Context: an optimization exercise on an open-source flow, tuned for small area and a short achievable clock period. The choices shown serve that exercise and are no tape-out recipe. No activity file was given, so power comes from the tool's default toggle rates.

==> flow/design.v <==
package uart_pkg;
  localparam int unsigned PARITY_NONE = 0;
  localparam int unsigned PARITY_ODD  = 1;
  localparam int unsigned PARITY_EVEN = 2;
  typedef enum logic [2:0] {
    IDLE,
    START,
    DATA,
    PARITY,
    STOP
  } tx_state_t;
  function automatic integer calc_ticks(input integer clk_hz, input integer baud);
    calc_ticks = clk_hz / baud;
  endfunction
  function automatic logic cfg_legal(input integer data_bits, input integer parity_mode,
                                     input integer stop_bits, input integer fifo_depth,
                                     input integer ticks);
    cfg_legal = (data_bits >= 5) && (data_bits <= 9) &&
           (parity_mode <= PARITY_EVEN) &&
           ((stop_bits == 1) || (stop_bits == 2)) &&
           (fifo_depth >= 2) && ((fifo_depth & (fifo_depth - 1)) == 0) &&
           (ticks >= 2);
  endfunction
endpackage
module uart_sync_fifo #(
  parameter int unsigned WIDTH = 8,
  parameter int unsigned N     = 257,   
  parameter int unsigned G     = 4
) (
  input  logic             clk,
  input  logic [N-1:0]     we,      
  input  logic [WIDTH-1:0] wd,      
  input  logic [WIDTH-1:0] wd_n,    
  input  logic             clean,   
  output logic [WIDTH-1:0] tap      
);
  logic [WIDTH*N-1:0] q;
  always_ff @(posedge clk)
    q[WIDTH-1:0] <= we[0] ? wd : (q[WIDTH*N-1 -: WIDTH] & {WIDTH{~clean}});
  for (genvar p = 1; p < N; p++) begin : g_pos
    if (p % G != 0) begin : g_hop
      always_ff @(posedge clk) q[WIDTH*p +: WIDTH] <= q[WIDTH*(p-1) +: WIDTH];
    end else if ((p / G) % 2 == 1) begin : g_wr0
      always_ff @(posedge clk)
        q[WIDTH*p +: WIDTH] <= ~(({WIDTH{we[p]}} & wd) | q[WIDTH*(p-1) +: WIDTH]);
    end else begin : g_wr1
      always_ff @(posedge clk)
        q[WIDTH*p +: WIDTH] <= ~(({WIDTH{~we[p]}} | wd_n) & q[WIDTH*(p-1) +: WIDTH]);
    end
  end
  assign tap = q[WIDTH*N-1 -: WIDTH];
endmodule
module uart_tx_cfg #(
  parameter int unsigned CLK_FREQ    = 50_000_000,
  parameter int unsigned BAUD_RATE   = 115200,
  parameter int unsigned DATA_BITS   = 8,
  parameter int unsigned PARITY_MODE = 0,
  parameter int unsigned STOP_BITS   = 1,
  parameter int unsigned FIFO_DEPTH  = 256
) (
  input  logic                          CLK,
  input  logic                          RST,
  input  logic                          i_valid,
  input  logic [DATA_BITS-1:0]          i_data,
  output logic                          o_ready,
  output logic                          o_tx,
  output logic                          o_busy,
  output logic [$clog2(FIFO_DEPTH):0]   o_level
);
  localparam int unsigned TICKS = uart_pkg::calc_ticks(CLK_FREQ, BAUD_RATE);
  localparam int unsigned TW    = $clog2(TICKS);
  localparam int unsigned LW    = $clog2(FIFO_DEPTH) + 1;
  localparam int unsigned N     = FIFO_DEPTH + 1;
  localparam int unsigned PW    = $clog2(N);
  localparam int unsigned G     = 4;
  localparam int unsigned GW    = $clog2(G);
  if (!(DATA_BITS == 8 && PARITY_MODE == uart_pkg::PARITY_NONE && STOP_BITS == 1 &&
        FIFO_DEPTH == 256 && uart_pkg::cfg_legal(DATA_BITS, PARITY_MODE, STOP_BITS,
                                                 FIFO_DEPTH, TICKS))) begin : g_cfg_err
    $error("uart_tx_cfg: only DATA_BITS 8, PARITY_MODE 0, STOP_BITS 1, FIFO_DEPTH 256 are supported");
  end
  localparam logic [1:0] S_IDLE = 2'd0, S_START = 2'd1, S_DATA = 2'd2, S_STOP = 2'd3;
  logic [1:0]           state_q, state_d;
  logic [TW-1:0]        tick_q, tick_d;
  logic [2:0]           c_q, c_d;
  logic                 nb_q, nb_d, nx_q, nx_d, nxv_q, nxv_d;
  logic                 txn_q, tx_d, busy_q, busy_d;    
  logic                 te_q, kz_q;          
  logic [LW-1:0]        lvo_q;               
  logic [LW-1:0]        level_q, level_d;
  logic [G-1:0]         pend_q, pend_d;
  logic [DATA_BITS-1:0] dly_q [G-1];
  logic [DATA_BITS-1:0] wd_q, wd_n_q, wd_d;
  logic                 wr, wr_q, full_q;
  logic [PW-1:0]        k_q, k_d;    
  logic [PW-1:0]        m_q, m_d;    
  logic                 push, pop, nonempty, tick_end, want, fetch, cap, clean;
  logic                 sweep_q;
  logic [N-1:0]         we;
  logic [DATA_BITS-1:0] tap;
  function automatic logic [PW-1:0] inc_pw(input logic [PW-1:0] v);
    logic c;
    c = 1'b1;
    for (int i = 0; i < PW; i++) begin
      inc_pw[i] = v[i] ^ c;
      c         = c & v[i];
    end
  endfunction
  assign nonempty = (level_q != '0);
  assign push     = i_valid && !level_q[LW-1];
  assign tick_end = te_q;
  assign wr      = wr_q;
  always_comb begin
    logic older;
    pend_d[0] = push;
    for (int j = 1; j < G; j++) begin
      older = 1'b0;
      for (int i = j; i < G; i++) older = older | pend_q[i];
      pend_d[j] = pend_q[j-1] && !(wr && !older);
    end
    wd_d = i_data;
    for (int j = 1; j < G; j++) if (pend_d[j]) wd_d = dly_q[j-1];
  end
  assign want  = ((state_q == S_START) || ((state_q == S_DATA) && (c_q != '0))) && !nxv_q;
  assign fetch = want && kz_q;                   
  assign cap   = fetch && (c_q == 3'd7);         
  assign clean = sweep_q || cap;
  always_comb begin
    k_d = cap ? k_q : (k_q[PW-1] ? '0 : inc_pw(k_q));    
    m_d = wr ? m_q : (m_q[PW-1] ? '0 : inc_pw(m_q));
    for (int p = 0; p < N; p++) we[p] = (p % G == 0) && wr && (m_q[PW-1:GW] == (PW-GW)'(p / G));
  end
  uart_sync_fifo #(.WIDTH(DATA_BITS), .N(N), .G(G)) u_fifo (
    .clk   (CLK),
    .we    (we),
    .wd    (wd_q),
    .wd_n  (wd_n_q),
    .clean (clean),
    .tap   (tap)
  );
  always_comb begin
    state_d = state_q;
    tick_d  = tick_q;
    c_d     = c_q;
    nb_d    = nb_q;
    nx_d    = fetch ? tap[c_q] : nx_q;
    nxv_d   = nxv_q || fetch;
    tx_d    = 1'b1;
    busy_d  = 1'b1;
    pop     = 1'b0;
    if (state_q != S_IDLE) tick_d = tick_end ? '0 : tick_q + TW'(1);
    case (state_q)
      S_IDLE: begin
        busy_d = 1'b0;
        if (nonempty) begin
          pop     = 1'b1;
          state_d = S_START;
          tick_d  = '0;
        end
      end
      S_START: begin
        tx_d = 1'b0;
        if (tick_end) begin
          state_d = S_DATA;
          nb_d    = nx_q;
          nxv_d   = 1'b0;
          c_d     = 3'd1;
        end
      end
      S_DATA: begin
        tx_d = nb_q;
        if (tick_end) begin
          if (c_q == '0) begin
            state_d = S_STOP;
          end else begin
            nb_d  = nx_q;
            nxv_d = 1'b0;
            c_d   = c_q + 3'd1;
          end
        end
      end
      default: begin
        if (tick_end) begin
          if (nonempty) begin
            pop     = 1'b1;
            state_d = S_START;
          end else begin
            state_d = S_IDLE;
          end
        end
      end
    endcase
  end
  always_comb begin
    logic [LW-1:0] up, dn;
    logic          c, b;
    c = 1'b1;
    b = 1'b1;
    for (int i = 0; i < LW; i++) begin
      up[i] = level_q[i] ^ c;
      dn[i] = level_q[i] ^ b;
      c     = c & level_q[i];
      b     = b & !level_q[i];
    end
    if (push) level_d = pop ? level_q : up;
    else      level_d = pop ? dn : level_q;
  end
  always_ff @(posedge CLK or negedge RST) begin
    if (!RST) begin
      state_q <= S_IDLE;
      c_q     <= '0;
      nxv_q   <= 1'b0;
      txn_q   <= 1'b0;
      lvo_q   <= '0;
      kz_q    <= 1'b1;
      busy_q  <= 1'b0;
      level_q <= '0;
      pend_q  <= '0;
      k_q     <= '0;
      m_q     <= '0;
      sweep_q <= 1'b1;
      tick_q  <= '0;
      te_q    <= 1'b0;
      wr_q    <= 1'b0;
      full_q  <= 1'b0;
    end else begin
      state_q <= state_d;
      c_q     <= c_d;
      nxv_q   <= nxv_d;
      txn_q   <= !tx_d;
      lvo_q   <= level_d;
      kz_q    <= cap || k_q[PW-1];
      busy_q  <= busy_d;
      level_q <= level_d;
      pend_q  <= pend_d;
      k_q     <= k_d;
      m_q     <= m_d;
      sweep_q <= sweep_q && !k_q[PW-1];
      tick_q  <= tick_d;
      te_q    <= (state_q != S_IDLE) && (tick_q == TW'(TICKS - 2));
      wr_q    <= (m_d[GW-1:0] == '0) && (pend_d != '0);
      full_q  <= (level_d == LW'(FIFO_DEPTH));
    end
  end
  always_ff @(posedge CLK) begin
    nb_q    <= nb_d;
    nx_q    <= nx_d;
    dly_q[0] <= i_data;
    for (int j = 1; j < G - 1; j++) dly_q[j] <= dly_q[j-1];
    wd_q     <= wd_d;
    wd_n_q   <= ~wd_d;
  end
  assign o_tx    = !txn_q;
  assign o_busy  = busy_q;
  assign o_ready = !full_q;
  assign o_level = lvo_q;
endmodule
make LEC_CHECK=0 CAP_MARGIN=20 CORE_MARGIN=2 CORE_UTILIZATION=65 CTS_CLUSTER_DIAMETER=80 CTS_CLUSTER_SIZE=30 SETUP_SLACK_MARGIN=2.5 SLEW_MARGIN=20 finish   # period 4.5 ns
run.sh (not shown) runs the stock make flow with config.mk's settings and CLKGATE_MAP_FILE= SYNTH_SCRIPT=/design/flow/synth_recipe.tcl, a recipe that flattens the netlist after the stock synthesis.
The baseline passed the timing, DRC and antenna checks.
Rerun with:
--- a/flow/design.v
+++ b/flow/design.v
@@ -83,33 +83,42 @@
   logic [1:0]           state_q, state_d;
   logic [TW-1:0]        tick_q, tick_d;
   logic [2:0]           c_q, c_d;
   logic                 nb_q, nb_d, nx_q, nx_d, nxv_q, nxv_d;
   logic                 txn_q, tx_d, busy_q, busy_d;    
   logic                 te_q, kz_q;          
-  logic [LW-1:0]        lvo_q;               
+  logic [LW-1:0]        lvo_q, lvn_q;
   logic [LW-1:0]        level_q, level_d;
   logic [G-1:0]         pend_q, pend_d;
   logic [DATA_BITS-1:0] dly_q [G-1];
   logic [DATA_BITS-1:0] wd_q, wd_n_q, wd_d;
-  logic                 wr, wr_q, full_q;
+  logic                 wr, wr_q, full_q, ne_q;    
   logic [PW-1:0]        k_q, k_d;    
   logic [PW-1:0]        m_q, m_d;    
   logic                 push, pop, nonempty, tick_end, want, fetch, cap, clean;
   logic                 sweep_q;
   logic [N-1:0]         we;
   logic [DATA_BITS-1:0] tap;
   function automatic logic [PW-1:0] inc_pw(input logic [PW-1:0] v);
-    logic c;
-    c = 1'b1;
+    logic [PW-1:0] m;    
+    m = '0;
     for (int i = 0; i < PW; i++) begin
-      inc_pw[i] = v[i] ^ c;
-      c         = c & v[i];
-    end
-  endfunction
-  assign nonempty = (level_q != '0);
+      inc_pw[i] = v[i] ^ ((v & m) == m);
+      m[i]      = 1'b1;
+    end
+  endfunction
+  function automatic logic [PW-1:0] dec_pw(input logic [PW-1:0] v);
+    logic [PW-1:0] m;    
+    m = '0;
+    for (int i = 0; i < PW; i++) begin
+      dec_pw[i] = v[i] ^ ((v & m) == '0);
+      m[i]      = 1'b1;
+    end
+  endfunction
+  assign level_q  = ~lvn_q;
+  assign nonempty = ne_q;
   assign push     = i_valid && !level_q[LW-1];
   assign tick_end = te_q;
   assign wr      = wr_q;
   always_comb begin
     logic older;
     pend_d[0] = push;
@@ -145,13 +154,13 @@
     nb_d    = nb_q;
     nx_d    = fetch ? tap[c_q] : nx_q;
     nxv_d   = nxv_q || fetch;
     tx_d    = 1'b1;
     busy_d  = 1'b1;
     pop     = 1'b0;
-    if (state_q != S_IDLE) tick_d = tick_end ? '0 : tick_q + TW'(1);
+    if (state_q != S_IDLE) tick_d = tick_end ? '0 : inc_pw(tick_q);
     case (state_q)
       S_IDLE: begin
         busy_d = 1'b0;
         if (nonempty) begin
           pop     = 1'b1;
           state_d = S_START;
@@ -190,59 +199,56 @@
         end
       end
     endcase
   end
   always_comb begin
     logic [LW-1:0] up, dn;
-    logic          c, b;
-    c = 1'b1;
-    b = 1'b1;
-    for (int i = 0; i < LW; i++) begin
-      up[i] = level_q[i] ^ c;
-      dn[i] = level_q[i] ^ b;
-      c     = c & level_q[i];
-      b     = b & !level_q[i];
-    end
+    up = inc_pw(level_q);
+    dn = dec_pw(level_q);
     if (push) level_d = pop ? level_q : up;
     else      level_d = pop ? dn : level_q;
   end
   always_ff @(posedge CLK or negedge RST) begin
     if (!RST) begin
       state_q <= S_IDLE;
       c_q     <= '0;
       nxv_q   <= 1'b0;
       txn_q   <= 1'b0;
       lvo_q   <= '0;
       kz_q    <= 1'b1;
       busy_q  <= 1'b0;
-      level_q <= '0;
+      lvn_q   <= '1;
       pend_q  <= '0;
       k_q     <= '0;
       m_q     <= '0;
       sweep_q <= 1'b1;
       tick_q  <= '0;
       te_q    <= 1'b0;
       wr_q    <= 1'b0;
       full_q  <= 1'b0;
+      ne_q    <= 1'b0;
     end else begin
       state_q <= state_d;
       c_q     <= c_d;
       nxv_q   <= nxv_d;
       txn_q   <= !tx_d;
       lvo_q   <= level_d;
       kz_q    <= cap || k_q[PW-1];
       busy_q  <= busy_d;
-      level_q <= level_d;
+      lvn_q   <= ~level_d;
       pend_q  <= pend_d;
       k_q     <= k_d;
       m_q     <= m_d;
       sweep_q <= sweep_q && !k_q[PW-1];
       tick_q  <= tick_d;
       te_q    <= (state_q != S_IDLE) && (tick_q == TW'(TICKS - 2));
       wr_q    <= (m_d[GW-1:0] == '0) && (pend_d != '0);
-      full_q  <= (level_d == LW'(FIFO_DEPTH));
+      if (push && !pop)      full_q <= (level_q == LW'(FIFO_DEPTH - 1));
+      else if (pop && !push) full_q <= 1'b0;
+      if (push && !pop)      ne_q <= 1'b1;
+      else if (pop && !push) ne_q <= (level_q != LW'(1));
     end
   end
   always_ff @(posedge CLK) begin
     nb_q    <= nb_d;
     nx_q    <= nx_d;
     dly_q[0] <= i_data;
Outcome: Cell area hardly moves; total power goes down by 8.6%; first-iteration DRC count goes up by 7.6%; final cell count goes down by 0.33%; core utilization goes down by 0.45 points; clock-buffer cell count goes up by 1; global-route usage goes down by 0.57 points; register-to-register slack gains 0.50 ns; synthesized area goes up by 0.95%.
Function was not checked in any run of this note: the RTL went through the layout flow alone.

-- what the ideal ports hide --
No port has a modelled driver above. Below, the same layouts with a new extraction and two added sets of constraints. Step 1, drivers: a clkbuf_16 drives CLK and a buf_2 each remaining input, both assumed. Step 2, shift: input delay + t, output delay - t, t = (earliest + latest rising clock arrival at the registers) / 2. This alone moves slack from input paths to output paths. Slacks: no drivers / after step 1 / after step 2; pairs: no drivers / after step 1.
run | t, ns | setup WS [ns] | hold slack, ns | latest minus earliest clock arrival (ns) | slew at the worst register clock pin (ns)
the first run | 0.724 | 1.983 / 1.935 / 1.386 | 0.316 / 0.316 / 0.316 | 0.028 / 0.029 | 0.12 / 0.12
the second run | 0.712 | 2.378 / 2.309 / 1.840 | 0.132 / 0.085 / 0.325 | 0.026 / 0.026 | 0.11 / 0.11
After both steps every run listed still meets setup and hold. The setup slack of the first run, which loses most, moves by -0.048 ns with the drivers and by -0.597 ns with both steps.
